This design comes from an exercise in tuning for small area, a short achievable clock period and few clock cycles per item on the open sky130 flow, not from production work. The RTL was checked by simulation tests, not by an equivalence proof against the original design.

==> branch pepper: inputs <==
==> flow/design.v <==
module div_recombine #(
  parameter int WIDTH = 64
) (
  input  logic               clk,
  input  logic               rstn,
  input  logic               vld_i,
  input  logic [WIDTH-1:0]   op1_i,
  input  logic [WIDTH-1:0]   op2_i,
  input  logic [WIDTH-1:0]   quo_i,
  input  logic [WIDTH-1:0]   rem_i,
  output logic               ready_o,
  output logic               vld_o,
  output logic [2*WIDTH-1:0] prod_o,
  output logic               ok_o,
  output logic               rng_o
);
  localparam int ND  = 8;                  
  localparam int NB  = 2 * ND;             
  localparam int NI  = (64 + NB - 1) / NB;  
  localparam int PLW = NB * NI;            
  localparam int XW  = 65 + NB;
  logic          busy;
  logic [1:0]    cnt;
  logic          fin;               
  logic [63:0]   a_q, a_o;
  logic [63:0]   b_q;
  logic [65:0]   b3_q;
  logic [63:0]   q_sh;
  logic [64:0]   acc;               
  logic [PLW-1:0] plo;              
  logic [PLW+XW-NB-1:0] pfull;      
  logic          lt_q, req_q, qones_q, bnz_q;
  logic          lt_o, req_o, qones_o, bnz_o;
  logic [XW-1:0] x;
  logic [65:0]   pp [ND];
  logic          accept;
  logic          last;
  logic          eq;
  assign accept = vld_i && ready_o;
  assign last   = busy && (cnt == 2'(NI - 1));
  always_comb begin
    for (int k = 0; k < ND; k++) begin
      case (q_sh[2*k +: 2])
        2'd1:    pp[k] = {2'b00, b_q};
        2'd2:    pp[k] = {1'b0, b_q, 1'b0};
        2'd3:    pp[k] = b3_q;
        default: pp[k] = '0;
      endcase
    end
  end
  always_comb begin
    x = XW'(acc);
    for (int k = 0; k < ND; k++) x = x + (XW'(pp[k]) << (2 * k));
  end
  assign pfull = {x, plo[PLW-1:NB]};
  assign eq = (prod_o[127:64] == '0) && (prod_o[63:0] == a_o);
  always_ff @(posedge clk or negedge rstn) begin
    if (!rstn) begin
      busy    <= 1'b0;
      cnt     <= '0;
      fin     <= 1'b0;
      ready_o <= 1'b1;
      vld_o   <= 1'b0;
    end else begin
      vld_o <= fin;
      fin   <= last;
      if (accept) begin
        busy    <= 1'b1;
        cnt     <= '0;
        ready_o <= (NI == 1);
      end else if (busy) begin
        cnt <= cnt + 2'd1;
        if (last) busy <= 1'b0;
        if (cnt == 2'(NI - 2)) ready_o <= 1'b1;
      end
    end
  end
  always_ff @(posedge clk) begin
    if (accept) begin
      a_q     <= op1_i;
      b_q     <= op2_i;
      b3_q    <= {2'b00, op2_i} + {1'b0, op2_i, 1'b0};
      q_sh    <= quo_i;
      acc     <= {1'b0, rem_i};
      lt_q    <= rem_i < op2_i;
      req_q   <= rem_i == op1_i;
      qones_q <= &quo_i;
      bnz_q   <= |op2_i;
    end else if (busy) begin
      plo  <= {x[NB-1:0], plo[PLW-1:NB]};
      acc  <= x[XW-1:NB];
      q_sh <= q_sh >> NB;
    end
    if (last) begin
      prod_o  <= pfull[127:0];
      a_o     <= a_q;
      lt_o    <= lt_q;
      req_o   <= req_q;
      qones_o <= qones_q;
      bnz_o   <= bnz_q;
    end
    if (fin) begin
      rng_o <= bnz_o ? lt_o : req_o;
      ok_o  <= bnz_o ? (eq && lt_o) : (qones_o && req_o);
    end
  end
endmodule
==> flow/flow/run.sh <==
#!/bin/bash
set -euo pipefail
cat >> config.mk <<'CFG'
export DONT_USE_CELLS += sky130_fd_sc_hd__a222oi_1 sky130_fd_sc_hd__a21oi_2 sky130_fd_sc_hd__a22oi_2 sky130_fd_sc_hd__a21boi_1 sky130_fd_sc_hd__a21boi_2
export BUFFER_PORTS_ARGS = -buffer_cell sky130_fd_sc_hd__buf_2
CFG
bash standard.sh > standard.log 2>&1
==> flow/standard.sh <==
#!/bin/bash
# synth_recipe.tcl (not shown) runs the flow's synth.tcl, then flattens the netlist and writes it again
# the make line also repeats each setting of config.mk as NAME=value (left out here)
make -C /OpenROAD-flow-scripts/flow DESIGN_CONFIG=/design/flow/config.mk WORK_HOME=/design/flow/orfs CLKGATE_MAP_FILE= SYNTH_SCRIPT=/design/flow/synth_recipe.tcl "${@:-finish}"
==> flow/config.mk <==
export PLATFORM = sky130hd
export DESIGN_NAME = div_recombine
export DESIGN_NICKNAME = div_recombine
export VERILOG_FILES = /design/flow/design.v
export SDC_FILE = /design/flow/constraint.sdc
export NUM_CORES = 4
export LEC_CHECK = 0
export ABC_AREA = 0
export ABC_CLOCK_PERIOD_IN_PS = 5500
export CAP_MARGIN = 20
export CORE_MARGIN = 2
export CORE_UTILIZATION = 45
export PLACE_DENSITY = 0.55
export SETUP_SLACK_MARGIN = 2.5
export SLEW_MARGIN = 20
export TNS_END_PERCENT = 10
export DONT_USE_CELLS += sky130_fd_sc_hd__a222oi_1 sky130_fd_sc_hd__a21oi_2 sky130_fd_sc_hd__a22oi_2 sky130_fd_sc_hd__a21boi_1 sky130_fd_sc_hd__a21boi_2
export BUFFER_PORTS_ARGS = -buffer_cell sky130_fd_sc_hd__buf_2
==> flow/constraint.sdc <==
create_clock -name core_clock -period 8.0 [get_ports {clk}]
set_input_delay 1.6000 -clock core_clock [delete_from_list [all_inputs] [get_ports {clk}]]
set_output_delay 1.6000 -clock core_clock [all_outputs]
set_load 0.01 [all_outputs]
==> branch willow: changes against branch pepper <==
--- a/flow/design.v
+++ b/flow/design.v
@@ -16,10 +16,9 @@
 );
-  localparam int ND  = 8;                  
-  localparam int NB  = 2 * ND;             
-  localparam int NI  = (64 + NB - 1) / NB;  
-  localparam int PLW = NB * NI;            
-  localparam int XW  = 65 + NB;
+  localparam int ND = 16;          
+  localparam int NB = 32;          
+  localparam int NI = 2;           
+  localparam int XW = 97;          
   logic          busy;
   logic [1:0]    cnt;
-  logic          fin;               
+  logic          fin1, fin2;        
   logic [63:0]   a_q, a_o;
@@ -28,9 +27,10 @@
   logic [63:0]   q_sh;
-  logic [64:0]   acc;               
-  logic [PLW-1:0] plo;              
-  logic [PLW+XW-NB-1:0] pfull;      
+  logic [64:0]   acc_s, acc_c;      
+  logic [63:0]   plo_s, plo_c;      
+  logic [127:0]  fs, fc;            
   logic          lt_q, req_q, qones_q, bnz_q;
   logic          lt_o, req_o, qones_o, bnz_o;
-  logic [XW-1:0] x;
   logic [65:0]   pp [ND];
+  logic [XW-1:0] ppx [ND];
+  logic [XW-1:0] sum_s, sum_c;
   logic          accept;
@@ -38,2 +38,18 @@
   logic          eq;
+  logic [XW-1:0] cs_s0, cs_c0;
+  logic [XW-1:0] cs_s1, cs_c1;
+  logic [XW-1:0] cs_s2, cs_c2;
+  logic [XW-1:0] cs_s3, cs_c3;
+  logic [XW-1:0] cs_s4, cs_c4;
+  logic [XW-1:0] cs_s5, cs_c5;
+  logic [XW-1:0] cs_s6, cs_c6;
+  logic [XW-1:0] cs_s7, cs_c7;
+  logic [XW-1:0] cs_s8, cs_c8;
+  logic [XW-1:0] cs_s9, cs_c9;
+  logic [XW-1:0] cs_s10, cs_c10;
+  logic [XW-1:0] cs_s11, cs_c11;
+  logic [XW-1:0] cs_s12, cs_c12;
+  logic [XW-1:0] cs_s13, cs_c13;
+  logic [XW-1:0] cs_s14, cs_c14;
+  logic [XW-1:0] cs_s15, cs_c15;
   assign accept = vld_i && ready_o;
@@ -48,9 +64,39 @@
       endcase
+      ppx[k] = XW'(pp[k]) << (2 * k);
     end
   end
-  always_comb begin
-    x = XW'(acc);
-    for (int k = 0; k < ND; k++) x = x + (XW'(pp[k]) << (2 * k));
-  end
-  assign pfull = {x, plo[PLW-1:NB]};
+  assign cs_s0 = acc_s ^ acc_c ^ ppx[0];
+  assign cs_c0 = ((acc_s & acc_c) | (acc_s & ppx[0]) | (acc_c & ppx[0])) << 1;
+  assign cs_s1 = ppx[1] ^ ppx[2] ^ ppx[3];
+  assign cs_c1 = ((ppx[1] & ppx[2]) | (ppx[1] & ppx[3]) | (ppx[2] & ppx[3])) << 1;
+  assign cs_s2 = ppx[4] ^ ppx[5] ^ ppx[6];
+  assign cs_c2 = ((ppx[4] & ppx[5]) | (ppx[4] & ppx[6]) | (ppx[5] & ppx[6])) << 1;
+  assign cs_s3 = ppx[7] ^ ppx[8] ^ ppx[9];
+  assign cs_c3 = ((ppx[7] & ppx[8]) | (ppx[7] & ppx[9]) | (ppx[8] & ppx[9])) << 1;
+  assign cs_s4 = ppx[10] ^ ppx[11] ^ ppx[12];
+  assign cs_c4 = ((ppx[10] & ppx[11]) | (ppx[10] & ppx[12]) | (ppx[11] & ppx[12])) << 1;
+  assign cs_s5 = ppx[13] ^ ppx[14] ^ ppx[15];
+  assign cs_c5 = ((ppx[13] & ppx[14]) | (ppx[13] & ppx[15]) | (ppx[14] & ppx[15])) << 1;
+  assign cs_s6 = cs_s0 ^ cs_c0 ^ cs_s1;
+  assign cs_c6 = ((cs_s0 & cs_c0) | (cs_s0 & cs_s1) | (cs_c0 & cs_s1)) << 1;
+  assign cs_s7 = cs_c1 ^ cs_s2 ^ cs_c2;
+  assign cs_c7 = ((cs_c1 & cs_s2) | (cs_c1 & cs_c2) | (cs_s2 & cs_c2)) << 1;
+  assign cs_s8 = cs_s3 ^ cs_c3 ^ cs_s4;
+  assign cs_c8 = ((cs_s3 & cs_c3) | (cs_s3 & cs_s4) | (cs_c3 & cs_s4)) << 1;
+  assign cs_s9 = cs_c4 ^ cs_s5 ^ cs_c5;
+  assign cs_c9 = ((cs_c4 & cs_s5) | (cs_c4 & cs_c5) | (cs_s5 & cs_c5)) << 1;
+  assign cs_s10 = cs_s6 ^ cs_c6 ^ cs_s7;
+  assign cs_c10 = ((cs_s6 & cs_c6) | (cs_s6 & cs_s7) | (cs_c6 & cs_s7)) << 1;
+  assign cs_s11 = cs_c7 ^ cs_s8 ^ cs_c8;
+  assign cs_c11 = ((cs_c7 & cs_s8) | (cs_c7 & cs_c8) | (cs_s8 & cs_c8)) << 1;
+  assign cs_s12 = cs_s10 ^ cs_c10 ^ cs_s11;
+  assign cs_c12 = ((cs_s10 & cs_c10) | (cs_s10 & cs_s11) | (cs_c10 & cs_s11)) << 1;
+  assign cs_s13 = cs_c11 ^ cs_s9 ^ cs_c9;
+  assign cs_c13 = ((cs_c11 & cs_s9) | (cs_c11 & cs_c9) | (cs_s9 & cs_c9)) << 1;
+  assign cs_s14 = cs_s12 ^ cs_c12 ^ cs_s13;
+  assign cs_c14 = ((cs_s12 & cs_c12) | (cs_s12 & cs_s13) | (cs_c12 & cs_s13)) << 1;
+  assign cs_s15 = cs_s14 ^ cs_c14 ^ cs_c13;
+  assign cs_c15 = ((cs_s14 & cs_c14) | (cs_s14 & cs_c13) | (cs_c14 & cs_c13)) << 1;
+  assign sum_s = cs_s15;
+  assign sum_c = cs_c15;
   assign eq = (prod_o[127:64] == '0) && (prod_o[63:0] == a_o);
@@ -60,3 +106,4 @@
       cnt     <= '0;
-      fin     <= 1'b0;
+      fin1    <= 1'b0;
+      fin2    <= 1'b0;
       ready_o <= 1'b1;
@@ -64,4 +111,5 @@
     end else begin
-      vld_o <= fin;
-      fin   <= last;
+      fin1  <= last;
+      fin2  <= fin1;
+      vld_o <= fin2;
       if (accept) begin
@@ -83,3 +131,6 @@
       q_sh    <= quo_i;
-      acc     <= {1'b0, rem_i};
+      acc_s   <= {1'b0, rem_i};
+      acc_c   <= '0;
+      plo_s   <= '0;
+      plo_c   <= '0;
       lt_q    <= rem_i < op2_i;
@@ -89,8 +140,11 @@
     end else if (busy) begin
-      plo  <= {x[NB-1:0], plo[PLW-1:NB]};
-      acc  <= x[XW-1:NB];
-      q_sh <= q_sh >> NB;
+      plo_s <= {sum_s[NB-1:0], plo_s[63:NB]};
+      plo_c <= {sum_c[NB-1:0], plo_c[63:NB]};
+      acc_s <= sum_s[XW-1:NB];
+      acc_c <= sum_c[XW-1:NB];
+      q_sh  <= q_sh >> NB;
     end
     if (last) begin
-      prod_o  <= pfull[127:0];
+      fs      <= {sum_s[XW-2:0], plo_s[63:NB]};
+      fc      <= {sum_c[XW-2:0], plo_c[63:NB]};
       a_o     <= a_q;
@@ -101,3 +155,4 @@
     end
-    if (fin) begin
+    if (fin1) prod_o <= fs + fc;
+    if (fin2) begin
       rng_o <= bnz_o ? lt_o : req_o;
--- a/flow/config.mk
+++ b/flow/config.mk
@@ -8,3 +8,3 @@
 export ABC_AREA = 0
-export ABC_CLOCK_PERIOD_IN_PS = 5500
+export ABC_CLOCK_PERIOD_IN_PS = 4500
 export CAP_MARGIN = 20
@@ -13,3 +13,3 @@
 export PLACE_DENSITY = 0.55
-export SETUP_SLACK_MARGIN = 2.5
+export SETUP_SLACK_MARGIN = 3.6
 export SLEW_MARGIN = 20
==> comparison <==
In branch willow the cell count is larger than in branch pepper, by about 64%.
Utilization: branch willow is lower than branch pepper (1.7 points).
Against branch pepper, the worst setup slack of branch willow is better by 1.3 ns.
In branch willow the final area is higher than in branch pepper, by about 70%.
Testbench counts of branch pepper, summed over its fixed seeds: cycles 3,864, items 960.
Testbench counts of branch willow, summed over its fixed seeds: cycles 1,952, items 960.

========
==> build 81 <==
Another version of the RTL of div_recombine (not shown whole).
==> module div_recombine, before the edit <==
module div_recombine #(
  parameter int WIDTH = 64
) (
  input  logic               clk,
  input  logic               rstn,
  input  logic               vld_i,
  input  logic [WIDTH-1:0]   op1_i,
  input  logic [WIDTH-1:0]   op2_i,
  input  logic [WIDTH-1:0]   quo_i,
  input  logic [WIDTH-1:0]   rem_i,
  output logic               ready_o,
  output logic               vld_o,
  output logic [2*WIDTH-1:0] prod_o,
  output logic               ok_o,
  output logic               rng_o
);
  typedef enum logic [1:0] {IDLE, BUSY, DONE} state_t;
  state_t        state;
  localparam int ND = 16;           
  localparam int NB = 2 * ND;       
  localparam int NI = 64 / NB;      
  localparam int XW = 65 + NB;
  logic [1:0]    cnt;
  logic [63:0]   a_q;
  logic [63:0]   b_q;
  logic [65:0]   b3_q;
  logic [63:0]   q_sh;
  logic [64:0]   acc;       
  logic [63:0]   plo;       
  logic          lt_q, req_q, qones_q, bnz_q;
  logic [XW-1:0] x;
  logic [65:0]   pp [ND];
  logic          accept;
  logic          eq;
  assign accept = vld_i && ready_o;
  always_comb begin
    for (int k = 0; k < ND; k++) begin
      case (q_sh[2*k +: 2])
        2'd1:    pp[k] = {2'b00, b_q};
        2'd2:    pp[k] = {1'b0, b_q, 1'b0};
        2'd3:    pp[k] = b3_q;
        default: pp[k] = '0;
      endcase
    end
  end
  always_comb begin
    x = XW'(acc);
    for (int k = 0; k < ND; k++) x = x + (XW'(pp[k]) << (2 * k));
  end
  assign eq = (acc == '0) && (plo == a_q);
  always_ff @(posedge clk or negedge rstn) begin
    if (!rstn) begin
      state   <= IDLE;
      cnt     <= '0;
      ready_o <= 1'b1;
      vld_o   <= 1'b0;
    end else begin
      vld_o <= 1'b0;
      case (state)
        BUSY: begin
          cnt <= cnt + 2'd1;
          if (cnt == 2'(NI - 1)) begin
            state   <= DONE;
            ready_o <= 1'b1;
          end
        end
        DONE: begin
          vld_o <= 1'b1;
          if (accept) begin
            state   <= BUSY;
            cnt     <= '0;
            ready_o <= 1'b0;
          end else begin
            state   <= IDLE;
          end
        end
        default: begin
          if (accept) begin
            state   <= BUSY;
            cnt     <= '0;
            ready_o <= 1'b0;
          end
        end
      endcase
    end
  end
  always_ff @(posedge clk) begin
    if (accept) begin
      a_q     <= op1_i;
      b_q     <= op2_i;
      b3_q    <= {2'b00, op2_i} + {1'b0, op2_i, 1'b0};
      q_sh    <= quo_i;
      acc     <= {1'b0, rem_i};
      lt_q    <= rem_i < op2_i;
      req_q   <= rem_i == op1_i;
      qones_q <= &quo_i;
      bnz_q   <= |op2_i;
    end else if (state == BUSY) begin
      plo  <= {x[NB-1:0], plo[63:NB]};
      acc  <= x[XW-1:NB];
      q_sh <= q_sh >> NB;
    end
    if (state == DONE) begin
      prod_o <= {acc[63:0], plo};
      rng_o  <= bnz_q ? lt_q : req_q;
      ok_o   <= bnz_q ? (eq && lt_q) : (qones_q && req_q);
    end
  end
endmodule
export LEC_CHECK = 0
export ABC_AREA = 0
export ABC_CLOCK_PERIOD_IN_PS = 6000
export CAP_MARGIN = 20
export CORE_MARGIN = 2
export CORE_UTILIZATION = 45
export PLACE_DENSITY = 0.55
export SETUP_SLACK_MARGIN = 2.0
export SLEW_MARGIN = 20
export TNS_END_PERCENT = 10
export BUFFER_PORTS_ARGS = -buffer_cell sky130_fd_sc_hd__buf_2
create_clock -name core_clock -period 8.0 [get_ports {clk}]
standard.sh (not shown) runs the stock make flow with config.mk's settings and CLKGATE_MAP_FILE= SYNTH_SCRIPT=/design/flow/synth_recipe.tcl, a recipe that flattens the netlist after the stock synthesis.
==> flow/flow/run.sh <==
#!/bin/bash
set -euo pipefail
cat >> config.mk <<'CFG'
export DONT_USE_CELLS += sky130_fd_sc_hd__a222oi_1 sky130_fd_sc_hd__a21oi_2 sky130_fd_sc_hd__a22oi_2 sky130_fd_sc_hd__a21boi_1 sky130_fd_sc_hd__a21boi_2
export BUFFER_PORTS_ARGS = -buffer_cell sky130_fd_sc_hd__buf_2
CFG
bash standard.sh > standard.log 2>&1
==> trial 54: changes against build 81 <==
==> flow/design.v (replaced) <==
module div_recombine #(
  parameter int WIDTH = 64
) (
  input  logic               clk,
  input  logic               rstn,
  input  logic               vld_i,
  input  logic [WIDTH-1:0]   op1_i,
  input  logic [WIDTH-1:0]   op2_i,
  input  logic [WIDTH-1:0]   quo_i,
  input  logic [WIDTH-1:0]   rem_i,
  output logic               ready_o,
  output logic               vld_o,
  output logic [2*WIDTH-1:0] prod_o,
  output logic               ok_o,
  output logic               rng_o
);
  localparam int ND = 16;          
  localparam int NB = 32;          
  localparam int NI = 2;           
  localparam int XW = 97;          
  logic          busy;
  logic [1:0]    cnt;
  logic          fin1, fin2;        
  logic [63:0]   a_q, a_o;
  logic [63:0]   b_q;
  logic [65:0]   b3_q;
  logic [63:0]   q_sh;
  logic [64:0]   acc_s, acc_c;      
  logic [63:0]   plo_s, plo_c;      
  logic [127:0]  fs, fc;            
  logic          lt_q, req_q, qones_q, bnz_q;
  logic          lt_o, req_o, qones_o, bnz_o;
  logic [65:0]   pp [ND];
  logic [XW-1:0] ppx [ND];
  logic [XW-1:0] sum_s, sum_c;
  logic          accept;
  logic          last;
  logic          eq;
  logic [XW-1:0] cs_s0, cs_c0;
  logic [XW-1:0] cs_s1, cs_c1;
  logic [XW-1:0] cs_s2, cs_c2;
  logic [XW-1:0] cs_s3, cs_c3;
  logic [XW-1:0] cs_s4, cs_c4;
  logic [XW-1:0] cs_s5, cs_c5;
  logic [XW-1:0] cs_s6, cs_c6;
  logic [XW-1:0] cs_s7, cs_c7;
  logic [XW-1:0] cs_s8, cs_c8;
  logic [XW-1:0] cs_s9, cs_c9;
  logic [XW-1:0] cs_s10, cs_c10;
  logic [XW-1:0] cs_s11, cs_c11;
  logic [XW-1:0] cs_s12, cs_c12;
  logic [XW-1:0] cs_s13, cs_c13;
  logic [XW-1:0] cs_s14, cs_c14;
  logic [XW-1:0] cs_s15, cs_c15;
  assign accept = vld_i && ready_o;
  assign last   = busy && (cnt == 2'(NI - 1));
  always_comb begin
    for (int k = 0; k < ND; k++) begin
      case (q_sh[2*k +: 2])
        2'd1:    pp[k] = {2'b00, b_q};
        2'd2:    pp[k] = {1'b0, b_q, 1'b0};
        2'd3:    pp[k] = b3_q;
        default: pp[k] = '0;
      endcase
      ppx[k] = XW'(pp[k]) << (2 * k);
    end
  end
  assign cs_s0 = acc_s ^ acc_c ^ ppx[0];
  assign cs_c0 = ((acc_s & acc_c) | (acc_s & ppx[0]) | (acc_c & ppx[0])) << 1;
  assign cs_s1 = ppx[1] ^ ppx[2] ^ ppx[3];
  assign cs_c1 = ((ppx[1] & ppx[2]) | (ppx[1] & ppx[3]) | (ppx[2] & ppx[3])) << 1;
  assign cs_s2 = ppx[4] ^ ppx[5] ^ ppx[6];
  assign cs_c2 = ((ppx[4] & ppx[5]) | (ppx[4] & ppx[6]) | (ppx[5] & ppx[6])) << 1;
  assign cs_s3 = ppx[7] ^ ppx[8] ^ ppx[9];
  assign cs_c3 = ((ppx[7] & ppx[8]) | (ppx[7] & ppx[9]) | (ppx[8] & ppx[9])) << 1;
  assign cs_s4 = ppx[10] ^ ppx[11] ^ ppx[12];
  assign cs_c4 = ((ppx[10] & ppx[11]) | (ppx[10] & ppx[12]) | (ppx[11] & ppx[12])) << 1;
  assign cs_s5 = ppx[13] ^ ppx[14] ^ ppx[15];
  assign cs_c5 = ((ppx[13] & ppx[14]) | (ppx[13] & ppx[15]) | (ppx[14] & ppx[15])) << 1;
  assign cs_s6 = cs_s0 ^ cs_c0 ^ cs_s1;
  assign cs_c6 = ((cs_s0 & cs_c0) | (cs_s0 & cs_s1) | (cs_c0 & cs_s1)) << 1;
  assign cs_s7 = cs_c1 ^ cs_s2 ^ cs_c2;
  assign cs_c7 = ((cs_c1 & cs_s2) | (cs_c1 & cs_c2) | (cs_s2 & cs_c2)) << 1;
  assign cs_s8 = cs_s3 ^ cs_c3 ^ cs_s4;
  assign cs_c8 = ((cs_s3 & cs_c3) | (cs_s3 & cs_s4) | (cs_c3 & cs_s4)) << 1;
  assign cs_s9 = cs_c4 ^ cs_s5 ^ cs_c5;
  assign cs_c9 = ((cs_c4 & cs_s5) | (cs_c4 & cs_c5) | (cs_s5 & cs_c5)) << 1;
  assign cs_s10 = cs_s6 ^ cs_c6 ^ cs_s7;
  assign cs_c10 = ((cs_s6 & cs_c6) | (cs_s6 & cs_s7) | (cs_c6 & cs_s7)) << 1;
  assign cs_s11 = cs_c7 ^ cs_s8 ^ cs_c8;
  assign cs_c11 = ((cs_c7 & cs_s8) | (cs_c7 & cs_c8) | (cs_s8 & cs_c8)) << 1;
  assign cs_s12 = cs_s10 ^ cs_c10 ^ cs_s11;
  assign cs_c12 = ((cs_s10 & cs_c10) | (cs_s10 & cs_s11) | (cs_c10 & cs_s11)) << 1;
  assign cs_s13 = cs_c11 ^ cs_s9 ^ cs_c9;
  assign cs_c13 = ((cs_c11 & cs_s9) | (cs_c11 & cs_c9) | (cs_s9 & cs_c9)) << 1;
  assign cs_s14 = cs_s12 ^ cs_c12 ^ cs_s13;
  assign cs_c14 = ((cs_s12 & cs_c12) | (cs_s12 & cs_s13) | (cs_c12 & cs_s13)) << 1;
  assign cs_s15 = cs_s14 ^ cs_c14 ^ cs_c13;
  assign cs_c15 = ((cs_s14 & cs_c14) | (cs_s14 & cs_c13) | (cs_c14 & cs_c13)) << 1;
  assign sum_s = cs_s15;
  assign sum_c = cs_c15;
  assign eq = (prod_o[127:64] == '0) && (prod_o[63:0] == a_o);
  always_ff @(posedge clk or negedge rstn) begin
    if (!rstn) begin
      busy    <= 1'b0;
      cnt     <= '0;
      fin1    <= 1'b0;
      fin2    <= 1'b0;
      ready_o <= 1'b1;
      vld_o   <= 1'b0;
    end else begin
      fin1  <= last;
      fin2  <= fin1;
      vld_o <= fin2;
      if (accept) begin
        busy    <= 1'b1;
        cnt     <= '0;
        ready_o <= (NI == 1);
      end else if (busy) begin
        cnt <= cnt + 2'd1;
        if (last) busy <= 1'b0;
        if (cnt == 2'(NI - 2)) ready_o <= 1'b1;
      end
    end
  end
  always_ff @(posedge clk) begin
    if (accept) begin
      a_q     <= op1_i;
      b_q     <= op2_i;
      b3_q    <= {2'b00, op2_i} + {1'b0, op2_i, 1'b0};
      q_sh    <= quo_i;
      acc_s   <= {1'b0, rem_i};
      acc_c   <= '0;
      plo_s   <= '0;
      plo_c   <= '0;
      lt_q    <= rem_i < op2_i;
      req_q   <= rem_i == op1_i;
      qones_q <= &quo_i;
      bnz_q   <= |op2_i;
    end else if (busy) begin
      plo_s <= {sum_s[NB-1:0], plo_s[63:NB]};
      plo_c <= {sum_c[NB-1:0], plo_c[63:NB]};
      acc_s <= sum_s[XW-1:NB];
      acc_c <= sum_c[XW-1:NB];
      q_sh  <= q_sh >> NB;
    end
    if (last) begin
      fs      <= {sum_s[XW-2:0], plo_s[63:NB]};
      fc      <= {sum_c[XW-2:0], plo_c[63:NB]};
      a_o     <= a_q;
      lt_o    <= lt_q;
      req_o   <= req_q;
      qones_o <= qones_q;
      bnz_o   <= bnz_q;
    end
    if (fin1) prod_o <= fs + fc;
    if (fin2) begin
      rng_o <= bnz_o ? lt_o : req_o;
      ok_o  <= bnz_o ? (eq && lt_o) : (qones_o && req_o);
    end
  end
endmodule
--- a/flow/config.mk
+++ b/flow/config.mk
@@ -6,12 +6,12 @@
 export NUM_CORES = 4
 export LEC_CHECK = 0
 export ABC_AREA = 0
-export ABC_CLOCK_PERIOD_IN_PS = 6000
+export ABC_CLOCK_PERIOD_IN_PS = 5000
 export CAP_MARGIN = 20
 export CORE_MARGIN = 2
 export CORE_UTILIZATION = 45
 export PLACE_DENSITY = 0.55
-export SETUP_SLACK_MARGIN = 2.0
+export SETUP_SLACK_MARGIN = 3.0
 export SLEW_MARGIN = 20
 export TNS_END_PERCENT = 10
 export DONT_USE_CELLS += sky130_fd_sc_hd__a222oi_1 sky130_fd_sc_hd__a21oi_2 sky130_fd_sc_hd__a22oi_2 sky130_fd_sc_hd__a21boi_1 sky130_fd_sc_hd__a21boi_2
==> comparison table <==
| item | build 81 | trial 54 |
|---|---|---|
| Synth Net Count | 9413 | 10373 |
| Layout overhead on the synthesized area | 18.25% | 14.20% |
| Die Area | 175800 sq um | 208200 sq um |
| Total number of tap cells | 2310 | 2688 |
| Total area of multi-input combinational cells | 55520 sq um | 59020 sq um |
| Number of enable flip-flop cells after synthesis | 519 | 767 |
| Summed area of non-filler cells in the final layout | 91780 sq um | 105100 sq um |
| Buffers & Inverters on Critical Path | 9 | 4 |
| Number of non-clock buffers | 1108 | 823 |
| Worst Max-Slew Pin Slew | 1.155 ns | 1.193 ns |
| Register share of the cell area | 17.17% | 24.45% |
| Status | complete, no violations | complete, no violations |
| Overall routing resource usage | 42.30% | 44.12% |
| Summed instance area of the synthesized netlist | 77610 sq um | 92050 sq um |
| Ys async rst share | 1.141% | 0.7795% |
| Number of clock-tree buffers in the layout | 78 | 135 |
| Final Wtd Congestion | 1.006 | 0.9968 |
| Met2 Resource Use GR | 63.68% | 60.11% |
| End point of the critical path | acc[56]$_DFFE_PP_ | acc_s[12]$_DFFE_PP_ |
| Worst Clk Skew | 0.06440 ns | 0.07845 ns |
Testbench counts of build 81, summed over its fixed seeds: cycles 2,896, items 960.
Testbench counts of trial 54, summed over its fixed seeds: cycles 1,952, items 960.

[what the ideal ports hide]
In the flow no input, the clock included, has a driving cell. The finished layouts below were timed again as built, in two steps. Step 1 assumes that a clkbuf_16 drives the clock port and a buf_2 every other input. Step 2 times the ports against the registers' clock, not the clock port: input delays grow and output delays shrink by t, the midpoint of the rising clock arrivals with the driver on. Three values: no drivers, after step 1, after step 2; two values: the first two.
run | t (ns) | setup slack, ns | worst register clock-pin slew, ns
branch pepper | 0.738 | 1.451 / 1.451 / 1.451 | 0.07 / 0.07
branch willow | 0.901 | 2.704 / 2.676 / 1.775 | 0.08 / 0.08
build 81 | 0.808 | 0.390 / 0.390 / 0.390 | 0.07 / 0.07
trial 54 | 0.898 | 2.690 / 2.690 / 1.892 | 0.08 / 0.08
After both steps every run listed still meets setup and hold. For branch willow, which loses most, drivers alone change the setup slack by -0.028 ns; drivers and shift together by -0.929 ns.
